This is an optimization exercise on Yosys and OpenROAD, whose aim is small area, a short achievable clock period and few clock cycles, not a production implementation.
Only simulation tests tie the RTL to the original design; equivalence was not proved.

==> trial 61 <==
Design ex_stage, start of the top module:
module ex_stage (
    input  logic           clk,
    input  logic           rst_n,
    input  logic           d_hready,
    input  ex_pkg::ex_op_t op,
    input  ex_pkg::xlen_t  op1,
    input  ex_pkg::xlen_t  op2,
    output ex_pkg::xlen_t  ex_res,
    output ex_pkg::xlen_t  addr_res,
    output logic           div_busy
);
export LEC_CHECK = 0
export ABC_AREA = 1
export CAP_MARGIN = 20
export CORE_MARGIN = 2
export CORE_UTILIZATION = 55
export SETUP_SLACK_MARGIN = 5
export SLEW_MARGIN = 20
export SYNTH_HIERARCHICAL = 1
export SYNTH_MINIMUM_KEEP_SIZE = 0
create_clock -name core_clock -period 21.0 [get_ports {clk}]
standard.sh (not shown) runs the stock make flow with config.mk's settings and CLKGATE_MAP_FILE= SYNTH_SCRIPT=/design/flow/synth_recipe.tcl, a recipe that flattens the netlist after the stock synthesis.
==> flow/flow/run.sh <==
#!/bin/bash
# The standard layout (standard.sh: the standard synthesis and ORFS steps,
# the standard flow's clock period and constraints), with two changes to how the layout is
# made: the port buffers are buf_2 cells instead of the slow delay-buffer cell
# buffer_ports picks by default (every port still gets its buffer), and the
# timing repair may aim for the setup slack in flow/setup_margin.txt.
set -euo pipefail
margin=$(cat flow/setup_margin.txt)
export BUFFER_PORTS_ARGS="-buffer_cell sky130_fd_sc_hd__buf_2"
sed -E "s/SETUP_SLACK_MARGIN=[0-9.]+/SETUP_SLACK_MARGIN=${margin}/" standard.sh > standard_margin.sh
grep -q "SETUP_SLACK_MARGIN=${margin}" standard_margin.sh
bash standard_margin.sh finish > flow_make.log 2>&1
test -f out/final.def
==> flow/flow/setup_margin.txt <==
5.5
==> inputs of trial 60, as changes to trial 61 <==
--- a/flow/design.v
+++ b/flow/design.v
@@ -69,21 +69,20 @@
 endmodule
 `timescale 1ns/100ps
 module ex_alu (
     input  ex_pkg::ex_prep_t prep,
     input  ex_pkg::xlen_t    op1,
     input  ex_pkg::xlen_t    op2,
     output ex_pkg::xlen_t    alu_res,
+    input  logic [32:0] diff,      
     output ex_pkg::xlen_t    addr_res
 );
-    logic [32:0]      diff;
     logic                   slt;
     logic                   sltu;
     logic [32+1:0]    add_r;
-    logic [32+1:0]    sub_r;
     function automatic logic [32+1:0] add33(input logic [32:0] a,
                                                   input logic [32:0] b,
                                                   input logic cin);
         logic [32:0] p0;
         logic [32:0] g;
         logic [32:0] p;
         p0 = a ^ b;
@@ -102,16 +101,14 @@
                 p[j] = p[j] & p[j - l / 2];
             end
         end
         add33 = {g[32], p0 ^ {g[32-1:0], cin}};
     endfunction
     assign add_r    = add33({1'b0, op1}, {1'b0, op2}, 1'b0);
     assign addr_res = add_r[32-1:0];
-    assign sub_r = add33({1'b0, op1}, {1'b1, ~op2}, 1'b1);
-    assign diff  = sub_r[32:0];
     assign sltu = diff[32];
     assign slt  = (op1[32-1] ^ op2[32-1]) ? op1[32-1] : diff[32-1];
     always_comb begin
         case (prep.op)
             ex_pkg::OP_ADD:                 alu_res = addr_res;
             ex_pkg::OP_SUB:                 alu_res = diff[32-1:0];
             ex_pkg::OP_SLT:                 alu_res = {{(32-1){1'b0}}, slt};
@@ -123,17 +120,14 @@
         endcase
     end
 endmodule
 `timescale 1ns/100ps
 module ex_multiplier (
     input  logic [32:0] x,
     input  logic [32:0] y,
-    input  logic        sh,        
-    input  logic [16:0] sh_one,    
-    input  logic [16:0] sh_two,
     output logic [63:0] p
 );
     logic [35:0] yy;
     logic [34:0] xx;
     logic [16:0] one, two, neg;
     logic [33:0] pp [17];
     logic [63:0] ra, rb;
@@ -142,17 +136,17 @@
     genvar gi, gj;
     generate
         for (gi = 0; gi < 17; gi++) begin : g_enc
             logic b0, b1, b2;
             assign b0 = yy[2*gi];
             assign b1 = yy[2*gi+1];
             assign b2 = yy[2*gi+2];
-            assign one[gi] = ((b0 ^ b1) & ~sh) | sh_one[gi];
-            assign two[gi] = (((b2 & ~b1 & ~b0) | (~b2 & b1 & b0)) & ~sh) | sh_two[gi];
-            assign neg[gi] = b2 & ~sh;
+            assign one[gi] = b0 ^ b1;
+            assign two[gi] = (b2 & ~b1 & ~b0) | (~b2 & b1 & b0);
+            assign neg[gi] = b2;
             for (gj = 0; gj <= 33; gj++) begin : g_pp
                 if (gj < 33)
                     assign pp[gi][gj] = ((one[gi] & xx[gj+1]) | (two[gi] & xx[gj])) ^ neg[gi];
                 else
                     assign pp[gi][gj] = ((one[gi] & xx[33]) | (two[gi] & xx[33])) ^ neg[gi];
             end
         end
@@ -1366,14 +1360,15 @@
     input  logic                clk,
     input  logic                rst_n,
     input  logic                d_hready,
     input  ex_pkg::ex_prep_t    prep,
     input  ex_pkg::xlen_t       op1,
     input  ex_pkg::xlen_t       op2,
     output ex_pkg::xlen_t       div_res,
+    output logic [32:0]   sub_res,         
     output logic                div_busy
 );
     localparam int LR = 2;
     localparam int R  = 1 << LR;
     localparam int CW = 5 - LR;           
     function automatic logic [6-1:0] lzc(input logic [32-1:0] v);
         logic [15:0] v16;
@@ -1425,14 +1420,15 @@
             end
         end
         cneg = v ^ ({o[32-2:0], 1'b0} & {32{c}});
     endfunction
     logic                 is_div;
     logic                 start;
     logic                 busy_q;
+    logic                 dividing;
     logic                 valid_q;
     logic [CW-1:0]        cnt_q;
     logic [2*32-1:0] x_q;            
     logic [2*32-1:0] x_init;
     logic [2*32-1:0] x_step;
     logic                 div_zero;
     ex_pkg::xlen_t        mag_a;
@@ -1471,36 +1467,41 @@
             if (s[b]) rot = rr[2*32-1:32];
         end
         for (int j = 0; j < 32; j++) begin
             hi[j] = (5'(j) >= s);
         end
         x_init = {rot & ~hi, (rot & hi) | ({32{div_zero}} & ~hi)};
     end
-    assign addend = {1'b1, op2 ^ {32{~neg_b_q}}};
-    assign cin    = ~neg_b_q;
+    assign dividing = busy_q & (prep.op[4] | (prep.op[3:1] == 3'b111));    
+    assign addend   = {1'b1, op2 ^ {32{~(dividing & neg_b_q)}}};
+    assign cin      = ~(dividing & neg_b_q);
     logic [32:0] st_ps  [R];
     logic [32:0] st_sum [R];
     logic              st_fit [R];
     logic [32+1:0] st_r [R];
     logic [32-1:0] st_p [R+1];
     logic [32-1:0] st_q [R+1];
     assign st_p[0] = x_q[2*32-1:32];
     assign st_q[0] = x_q[32-1:0];
     genvar gi;
     generate
         for (gi = 0; gi < R; gi++) begin : g_step
-            assign st_ps[gi] = {st_p[gi], st_q[gi][32-1]};
+            if (gi == 0)
+                assign st_ps[gi] = dividing ? {st_p[gi], st_q[gi][32-1]} : {1'b0, op1};
+            else
+                assign st_ps[gi] = {st_p[gi], st_q[gi][32-1]};
             assign st_r[gi]   = add33(st_ps[gi], addend, cin);
             assign st_sum[gi] = st_r[gi][32:0];
             assign st_fit[gi] = st_r[gi][32+1];
             assign st_q[gi+1] = {st_q[gi][32-2:0], st_fit[gi]};
             assign st_p[gi+1] = st_fit[gi] ? st_sum[gi][32-1:0] : st_ps[gi][32-1:0];
         end
     endgenerate
-    assign x_step = {st_p[R], st_q[R]};
+    assign x_step  = {st_p[R], st_q[R]};
+    assign sub_res = {~st_fit[0], st_sum[0][32-1:0]};
     always_ff @(posedge clk) begin
         if (!rst_n) begin
             busy_q  <= 1'b0;
             valid_q <= 1'b0;
             cnt_q   <= '0;
         end else if (start) begin
             busy_q <= 1'b1;
@@ -1562,57 +1563,53 @@
     output ex_pkg::xlen_t  addr_res,
     output logic           div_busy
 );
     ex_pkg::ex_prep_t    prep;
     ex_pkg::xlen_t       alu_res;
     ex_pkg::xlen_t       div_res;
     logic [63:0]         prod;
-    logic [16:0]         sh_one;
-    logic [16:0]         sh_two;
+    logic [32:0]         sh_y;
+    logic [32:0]         sub_res;
+    logic [32:0]         mul_y;
     ex_operand_prep u_operand_prep (
         .op   (op),
         .op1  (op1),
         .op2  (op2),
         .prep (prep)
     );
     ex_alu u_alu (
         .prep     (prep),
         .op1      (op1),
         .op2      (op2),
         .alu_res  (alu_res),
+        .diff     (sub_res),
         .addr_res (addr_res)
     );
     always_comb begin
-        for (int i = 0; i < 17; i++) begin
-            sh_one[i] = 1'b0;
-            sh_two[i] = 1'b0;
-            if (i < 16) begin
-                sh_one[i] = prep.shift & (prep.shift_l ? (op2[4:0] == 5'(2 * i))
-                                                        : (op2[4:0] == 5'((32 - 2 * i) % 32)));
-                sh_two[i] = prep.shift & (prep.shift_l ? (op2[4:0] == 5'(2 * i + 1))
-                                                        : (op2[4:0] == 5'(31 - 2 * i)));
-            end
+        for (int j = 0; j < 33; j++) begin
+            if (j == 32)            sh_y[j] = 1'b0;
+            else if (prep.shift_l)  sh_y[j] = (op2[4:0] == 5'(j));
+            else                    sh_y[j] = (op2[4:0] == 5'((32 - j) % 32));
         end
     end
+    assign mul_y = prep.shift ? sh_y : (prep.sign_b ? {op2[31], op2} : {1'b0, op2});
     ex_multiplier u_multiplier (
-        .x      (prep.sign_a ? {op1[31], op1} : {1'b0, op1}),
-        .y      (prep.sign_b ? {op2[31], op2} : {1'b0, op2}),
-        .sh     (prep.shift),
-        .sh_one (sh_one),
-        .sh_two (sh_two),
-        .p      (prod)
+        .x (prep.sign_a ? {op1[31], op1} : {1'b0, op1}),
+        .y (mul_y),
+        .p (prod)
     );
     ex_divider u_divider (
         .clk      (clk),
         .rst_n    (rst_n),
         .d_hready (d_hready),
         .prep     (prep),
         .op1      (op1),
         .op2      (op2),
         .div_res  (div_res),
+        .sub_res  (sub_res),
         .div_busy (div_busy)
     );
     ex_result_select u_result_select (
         .prep    (prep),
         .alu_res (alu_res),
         .prod    (prod),
         .div_res (div_res),
==> flow/flow/setup_margin.txt (replaced) <==
5
==> inputs of trial 52, as changes to trial 61 <==
--- a/flow/design.v
+++ b/flow/design.v
@@ -69,21 +69,20 @@
 endmodule
 `timescale 1ns/100ps
 module ex_alu (
     input  ex_pkg::ex_prep_t prep,
     input  ex_pkg::xlen_t    op1,
     input  ex_pkg::xlen_t    op2,
     output ex_pkg::xlen_t    alu_res,
+    input  logic [32:0] diff,      
     output ex_pkg::xlen_t    addr_res
 );
-    logic [32:0]      diff;
     logic                   slt;
     logic                   sltu;
     logic [32+1:0]    add_r;
-    logic [32+1:0]    sub_r;
     function automatic logic [32+1:0] add33(input logic [32:0] a,
                                                   input logic [32:0] b,
                                                   input logic cin);
         logic [32:0] p0;
         logic [32:0] g;
         logic [32:0] p;
         p0 = a ^ b;
@@ -102,16 +101,14 @@
                 p[j] = p[j] & p[j - l / 2];
             end
         end
         add33 = {g[32], p0 ^ {g[32-1:0], cin}};
     endfunction
     assign add_r    = add33({1'b0, op1}, {1'b0, op2}, 1'b0);
     assign addr_res = add_r[32-1:0];
-    assign sub_r = add33({1'b0, op1}, {1'b1, ~op2}, 1'b1);
-    assign diff  = sub_r[32:0];
     assign sltu = diff[32];
     assign slt  = (op1[32-1] ^ op2[32-1]) ? op1[32-1] : diff[32-1];
     always_comb begin
         case (prep.op)
             ex_pkg::OP_ADD:                 alu_res = addr_res;
             ex_pkg::OP_SUB:                 alu_res = diff[32-1:0];
             ex_pkg::OP_SLT:                 alu_res = {{(32-1){1'b0}}, slt};
@@ -1366,14 +1363,15 @@
     input  logic                clk,
     input  logic                rst_n,
     input  logic                d_hready,
     input  ex_pkg::ex_prep_t    prep,
     input  ex_pkg::xlen_t       op1,
     input  ex_pkg::xlen_t       op2,
     output ex_pkg::xlen_t       div_res,
+    output logic [32:0]   sub_res,         
     output logic                div_busy
 );
     localparam int LR = 2;
     localparam int R  = 1 << LR;
     localparam int CW = 5 - LR;           
     function automatic logic [6-1:0] lzc(input logic [32-1:0] v);
         logic [15:0] v16;
@@ -1425,14 +1423,15 @@
             end
         end
         cneg = v ^ ({o[32-2:0], 1'b0} & {32{c}});
     endfunction
     logic                 is_div;
     logic                 start;
     logic                 busy_q;
+    logic                 dividing;
     logic                 valid_q;
     logic [CW-1:0]        cnt_q;
     logic [2*32-1:0] x_q;            
     logic [2*32-1:0] x_init;
     logic [2*32-1:0] x_step;
     logic                 div_zero;
     ex_pkg::xlen_t        mag_a;
@@ -1471,36 +1470,41 @@
             if (s[b]) rot = rr[2*32-1:32];
         end
         for (int j = 0; j < 32; j++) begin
             hi[j] = (5'(j) >= s);
         end
         x_init = {rot & ~hi, (rot & hi) | ({32{div_zero}} & ~hi)};
     end
-    assign addend = {1'b1, op2 ^ {32{~neg_b_q}}};
-    assign cin    = ~neg_b_q;
+    assign dividing = busy_q & (prep.op[4] | (prep.op[3:1] == 3'b111));    
+    assign addend   = {1'b1, op2 ^ {32{~(dividing & neg_b_q)}}};
+    assign cin      = ~(dividing & neg_b_q);
     logic [32:0] st_ps  [R];
     logic [32:0] st_sum [R];
     logic              st_fit [R];
     logic [32+1:0] st_r [R];
     logic [32-1:0] st_p [R+1];
     logic [32-1:0] st_q [R+1];
     assign st_p[0] = x_q[2*32-1:32];
     assign st_q[0] = x_q[32-1:0];
     genvar gi;
     generate
         for (gi = 0; gi < R; gi++) begin : g_step
-            assign st_ps[gi] = {st_p[gi], st_q[gi][32-1]};
+            if (gi == 0)
+                assign st_ps[gi] = dividing ? {st_p[gi], st_q[gi][32-1]} : {1'b0, op1};
+            else
+                assign st_ps[gi] = {st_p[gi], st_q[gi][32-1]};
             assign st_r[gi]   = add33(st_ps[gi], addend, cin);
             assign st_sum[gi] = st_r[gi][32:0];
             assign st_fit[gi] = st_r[gi][32+1];
             assign st_q[gi+1] = {st_q[gi][32-2:0], st_fit[gi]};
             assign st_p[gi+1] = st_fit[gi] ? st_sum[gi][32-1:0] : st_ps[gi][32-1:0];
         end
     endgenerate
-    assign x_step = {st_p[R], st_q[R]};
+    assign x_step  = {st_p[R], st_q[R]};
+    assign sub_res = {~st_fit[0], st_sum[0][32-1:0]};
     always_ff @(posedge clk) begin
         if (!rst_n) begin
             busy_q  <= 1'b0;
             valid_q <= 1'b0;
             cnt_q   <= '0;
         end else if (start) begin
             busy_q <= 1'b1;
@@ -1564,25 +1568,27 @@
 );
     ex_pkg::ex_prep_t    prep;
     ex_pkg::xlen_t       alu_res;
     ex_pkg::xlen_t       div_res;
     logic [63:0]         prod;
     logic [16:0]         sh_one;
     logic [16:0]         sh_two;
+    logic [32:0]         sub_res;
     ex_operand_prep u_operand_prep (
         .op   (op),
         .op1  (op1),
         .op2  (op2),
         .prep (prep)
     );
     ex_alu u_alu (
         .prep     (prep),
         .op1      (op1),
         .op2      (op2),
         .alu_res  (alu_res),
+        .diff     (sub_res),
         .addr_res (addr_res)
     );
     always_comb begin
         for (int i = 0; i < 17; i++) begin
             sh_one[i] = 1'b0;
             sh_two[i] = 1'b0;
             if (i < 16) begin
@@ -1605,14 +1611,15 @@
         .clk      (clk),
         .rst_n    (rst_n),
         .d_hready (d_hready),
         .prep     (prep),
         .op1      (op1),
         .op2      (op2),
         .div_res  (div_res),
+        .sub_res  (sub_res),
         .div_busy (div_busy)
     );
     ex_result_select u_result_select (
         .prep    (prep),
         .alu_res (alu_res),
         .prod    (prod),
         .div_res (div_res),
==> flow/flow/setup_margin.txt (replaced) <==
5
==> summary of the runs <==
Trial 61 ran to the end with no violations. Trial 60 completed with no timing, DRC or antenna violations. Trial 52 completed without violations. The highest non-clock buffer count belongs to trial 60, the lowest to trial 52. Count of clock-buffer cells in the layout is the same in trial 52 and trial 61. In flip-flop and latch count, trial 52 and trial 61 do not differ. Die area: trial 52 is higher than trial 60 (about 2.3%). Clock skew: trial 60 > trial 52 > trial 61.
==> figures <==
Outcome: trial 61 finished clean; trial 60 finished clean; trial 52 finished clean
Antenna diodes: trial 61 1; trial 60 11; trial 52 6
Post-detailed-route wirelength per cell: trial 61 27.45 um; trial 60 30.38 um; trial 52 29.67 um
Vias in the first global route: trial 61 44980; trial 60 44830; trial 52 46170
Final net count: trial 61 7126; trial 60 6987; trial 52 7109
Reg2Reg Capture Point: trial 61 u_divider.x_q[63]$_SDFFCE_PP0P_; trial 60 u_divider.x_q[44]$_DFFE_PP_; trial 52 u_divider.x_q[59]$_DFFE_PP_
Critical hold path startpoint: trial 61 u_divider.cnt_q[1]$_SDFFE_PN0P_; trial 60 u_divider.cnt_q[2]$_SDFFE_PN0P_; trial 52 u_divider.cnt_q[1]$_SDFFE_PN0P_
Row Count: trial 61 105; trial 60 103; trial 52 105
Number of non-clock inverters: trial 61 680; trial 60 620; trial 52 755
Height of the chip: trial 61 292.2 um; trial 60 287.4 um; trial 52 290.7 um
Number of antenna violations at the first check in global routing: trial 61 2; trial 60 16; trial 52 10
Multi-input combinational gate total: trial 61 5024; trial 60 4970; trial 52 4997
Share of post-route cells with drive strength above 1: trial 61 13.22%; trial 60 12.28%; trial 52 10.90%
Testbench counts of trial 61, summed over its fixed seeds: cycles 7,562.
Testbench counts of trial 60, summed over its fixed seeds: cycles 7,562.
Testbench counts of trial 52, summed over its fixed seeds: cycles 7,562.

static timing again, ports no longer ideal:
The flow's constraints put no driver on any port. The routed layouts listed below were extracted and timed again, unchanged, in two steps.
Step 1, drivers: a clkbuf_16 drives clk and a buf_2 each remaining input, both assumed.
Step 2 also shifts input and output timing later by t, the mid clock arrival at the registers, as if the neighbouring blocks saw the same clock.
Slacks: ideal ports / drivers / drivers and shift; pairs: ideal ports / drivers.
run	t, ns	setup WS [ns]	worst hold slack (ns)	latest minus earliest clock arrival (ns)
trial 61	0.367	5.546 / 5.519 / 5.519	0.471 / 0.471 / 0.471	0.009 / 0.009
trial 60	0.400	5.079 / 5.046 / 5.046	0.505 / 0.505 / 0.505	0.015 / 0.016
trial 52	0.414	5.067 / 5.037 / 5.037	0.464 / 0.464 / 0.464	0.014 / 0.015
After both steps every run listed still meets setup and hold. For trial 60, which loses most, drivers alone change the setup slack by -0.033 ns; drivers and shift together by -0.033 ns.
